Background: an optimization exercise with open tools, aiming at small area and a short achievable clock period. Do not read the settings as production practice.

==> run a <==
## store_buffer
module store_buffer #(
  parameter  int SB_ENTRIES = store_buffer_pkg::SB_ENTRIES,
  parameter  int ROB_SIZE   = store_buffer_pkg::ROB_ENTRIES,
  localparam int IDX_BITS   = $clog2(ROB_SIZE)
) (
  input  logic                                clk,
  input  logic                                reset,
  input  logic                                st_wr_en,
  input  logic [IDX_BITS-1:0]                 st_wr_rob_idx,
  input  logic [31:0]                         st_wr_addr,
  input  logic [31:0]                         st_wr_data,
  input  logic [3:0]                          st_wr_be,
  input  logic [store_buffer_pkg::ISSUE_WIDTH-1:0]              commit_valid,
  input  logic [store_buffer_pkg::ISSUE_WIDTH-1:0]              commit_is_store,
  input  logic [store_buffer_pkg::ISSUE_WIDTH-1:0][IDX_BITS-1:0] commit_rob_idx,
  input  logic                                flush_en,
  output logic                                dc_req_valid,
  output logic [31:0]                         dc_req_addr,
  output logic [31:0]                         dc_req_data,
  output logic [3:0]                          dc_req_be,
  input  logic                                dc_req_ready,
  input  logic [31:0]                         ld_fwd_addr,
  input  logic [3:0]                          ld_fwd_be,
  output logic                                ld_fwd_hit,
  output logic                                ld_fwd_stall,
  output logic [31:0]                         ld_fwd_data,
  output logic                                sb_full,
  output logic                                sb_empty,
  output logic                                sb_err
);
==> module store_buffer_fwd_match, before the edit <==
module store_buffer_fwd_match #(
  parameter  int N  = 8,
  localparam int PW = $clog2(N)
) (
  input  logic [N-1:0]        valid_i,
  input  logic [N-1:0][29:0]  addr_i,
  input  logic [N-1:0][31:0]  data_i,
  input  logic [N-1:0][3:0]   be_i,
  input  logic [N-1:0]        tail_oh_i,
  input  logic [29:0]         ld_waddr_i,
  input  logic [3:0]          ld_be_i,
  output logic                hit_o,
  output logic                stall_o,
  output logic [31:0]         data_o
);
  function automatic logic [N-1:0] younger_mask(int i, int j);
    for (int t = 0; t < N; t++) begin
      younger_mask[t] = ((j - t + N) % N) > ((i - t + N) % N);
    end
  endfunction
  logic [N-1:0]        ne;
  logic [N-1:0]        sel;
  logic [N-1:0]        cov;
  logic [N-1:0][N-1:0] younger;
  for (genvar i = 0; i < N; i++) begin : g_cmp
    store_buffer_addr_ne u_ne (
      .a_i  (addr_i[i]),
      .b_i  (ld_waddr_i),
      .ne_o (ne[i])
    );
  end
  for (genvar i = 0; i < N; i++) begin : g_age
    for (genvar j = 0; j < N; j++) begin : g_pair
      localparam logic [N-1:0] MASK = younger_mask(i, j);
      assign younger[i][j] = |(tail_oh_i & MASK);
    end
  end
  always_comb begin
    for (int i = 0; i < N; i++) begin
      cov[i] = (ld_be_i & ~be_i[i]) == 4'b0000;
    end
  end
  store_buffer_fwd_pick #(
    .N (N)
  ) u_pick (
    .valid_i   (valid_i),
    .younger_i (younger),
    .ne_i      (ne),
    .sel_o     (sel)
  );
  logic [N-1:0][33:0] fwd_in;
  logic [33:0]        fwd_out;
  always_comb begin
    for (int i = 0; i < N; i++) begin
      fwd_in[i] = {~cov[i], cov[i], data_i[i]};
    end
  end
  store_buffer_oh_mux #(
    .N (N),
    .W (34)
  ) u_data_mux (
    .sel_i  (sel),
    .data_i (fwd_in),
    .data_o (fwd_out)
  );
  assign data_o  = fwd_out[31:0];
  assign hit_o   = fwd_out[32];
  assign stall_o = fwd_out[33];
endmodule
export LEC_CHECK = 0
export CAP_MARGIN = 20
export CORE_MARGIN = 2
export CORE_UTILIZATION = 70
export SLEW_MARGIN = 20
export SYNTH_HIERARCHICAL = 1
export SYNTH_MINIMUM_KEEP_SIZE = 0
create_clock -name core_clock -period 12.0 [get_ports {clk}]
standard.sh (not shown) runs the stock make flow with config.mk's settings and CLKGATE_MAP_FILE= SYNTH_SCRIPT=/design/flow/synth_recipe.tcl, a recipe that flattens the netlist after the stock synthesis.
==> flow/flow/run.sh <==
#!/bin/bash
# Standard ORFS layout (standard.sh) with tuned port buffers, clock tree and timing repair target.
set -euo pipefail
bash standard.sh BUFFER_PORTS_ARGS=-buffer_cell\ sky130_fd_sc_hd__buf_1 CTS_ARGS=-sink_clustering_enable\ -repair_clock_nets\ -dont_use_dummy_load\ -buf_list\ sky130_fd_sc_hd__clkbuf_16\ -sink_clustering_size\ 20\ -sink_clustering_max_diameter\ 60 SETUP_SLACK_MARGIN=4.5 finish > flow_make.log 2>&1
==> run b: changes against run a <==
--- a/flow/design.v
+++ b/flow/design.v
@@ -54,24 +54,22 @@
     .ne_i      (ne),
     .sel_o     (sel)
   );
-  logic [N-1:0][33:0] fwd_in;
-  logic [33:0]        fwd_out;
-  always_comb begin
-    for (int i = 0; i < N; i++) begin
-      fwd_in[i] = {~cov[i], cov[i], data_i[i]};
-    end
-  end
   store_buffer_oh_mux #(
     .N (N),
-    .W (34)
+    .W (32)
   ) u_data_mux (
     .sel_i  (sel),
-    .data_i (fwd_in),
-    .data_o (fwd_out)
+    .data_i (data_i),
+    .data_o (data_o)
+  );
+  store_buffer_fwd_class #(
+    .N (N)
+  ) u_class (
+    .sel_i   (sel),
+    .cov_i   (cov),
+    .hit_o   (hit_o),
+    .stall_o (stall_o)
   );
-  assign data_o  = fwd_out[31:0];
-  assign hit_o   = fwd_out[32];
-  assign stall_o = fwd_out[33];
 endmodule
 module store_buffer_addr_ne (
   input  logic [29:0] a_i,
@@ -94,6 +92,17 @@
     end
   end
 endmodule
+module store_buffer_fwd_class #(
+  parameter int N = 8
+) (
+  input  logic [N-1:0] sel_i,
+  input  logic [N-1:0] cov_i,
+  output logic         hit_o,
+  output logic         stall_o
+);
+  assign hit_o   = |(sel_i & cov_i);
+  assign stall_o = |(sel_i & ~cov_i);
+endmodule
 module store_buffer_oh_mux #(
   parameter int N = 8,
   parameter int W = 32
==> flow/flow/run.sh (replaced) <==
#!/bin/bash
# Standard ORFS layout (standard.sh) with tuned port buffers, clock tree and timing repair target.
set -euo pipefail
bash standard.sh BUFFER_PORTS_ARGS=-buffer_cell\ sky130_fd_sc_hd__buf_1 CTS_ARGS=-sink_clustering_enable\ -repair_clock_nets\ -dont_use_dummy_load\ -buf_list\ sky130_fd_sc_hd__clkbuf_8 SETUP_SLACK_MARGIN=6 finish > flow_make.log 2>&1
- CORE_UTILIZATION: 70 -> 40
==> comparison <==
Of run a and run b, run b has the higher non-clock buffer count (gap 25). Synthesized cell count is about the same in run a and run b. Final cell count: run b is larger than run a (about 17%). In run b the via count is lower than in run a, by 1.4%.
No run of this note included a check of the RTL's function; only the layout flow was run.

==> port drivers added, routing unchanged <==
The results above use ideal ports. As a check the final layouts listed here were re-extracted and re-timed, cells and wires unchanged. Step 1 sets driving cells, clkbuf_16 on the clock port and buf_2 on the other inputs (assumed; they add their load-dependent delay and slew). Step 2 adds t to the input delays and takes it off the output delays; t is the mean of the earliest and latest rising clock arrival at the registers after step 1. Input paths then give back, and output paths get back, about the clock's delay inside the block. Three values: ideal, step 1, step 2; two values: the first two.
run	t (ns)	slack for setup (ns)	worst hold slack (ns)	worst setup path at the end	slew at the worst register clock pin (ns)
run a	0.627	4.362 / 4.340 / 4.340	0.516 / 0.516 / 0.516	input to output	0.08 / 0.08
run b	0.724	4.364 / 4.303 / 4.303	0.500 / 0.500 / 0.500	input to output	0.06 / 0.06
After both steps every run listed still meets setup and hold. The setup slack of run b, which loses most, moves by -0.061 ns with the drivers and by -0.061 ns with both steps.
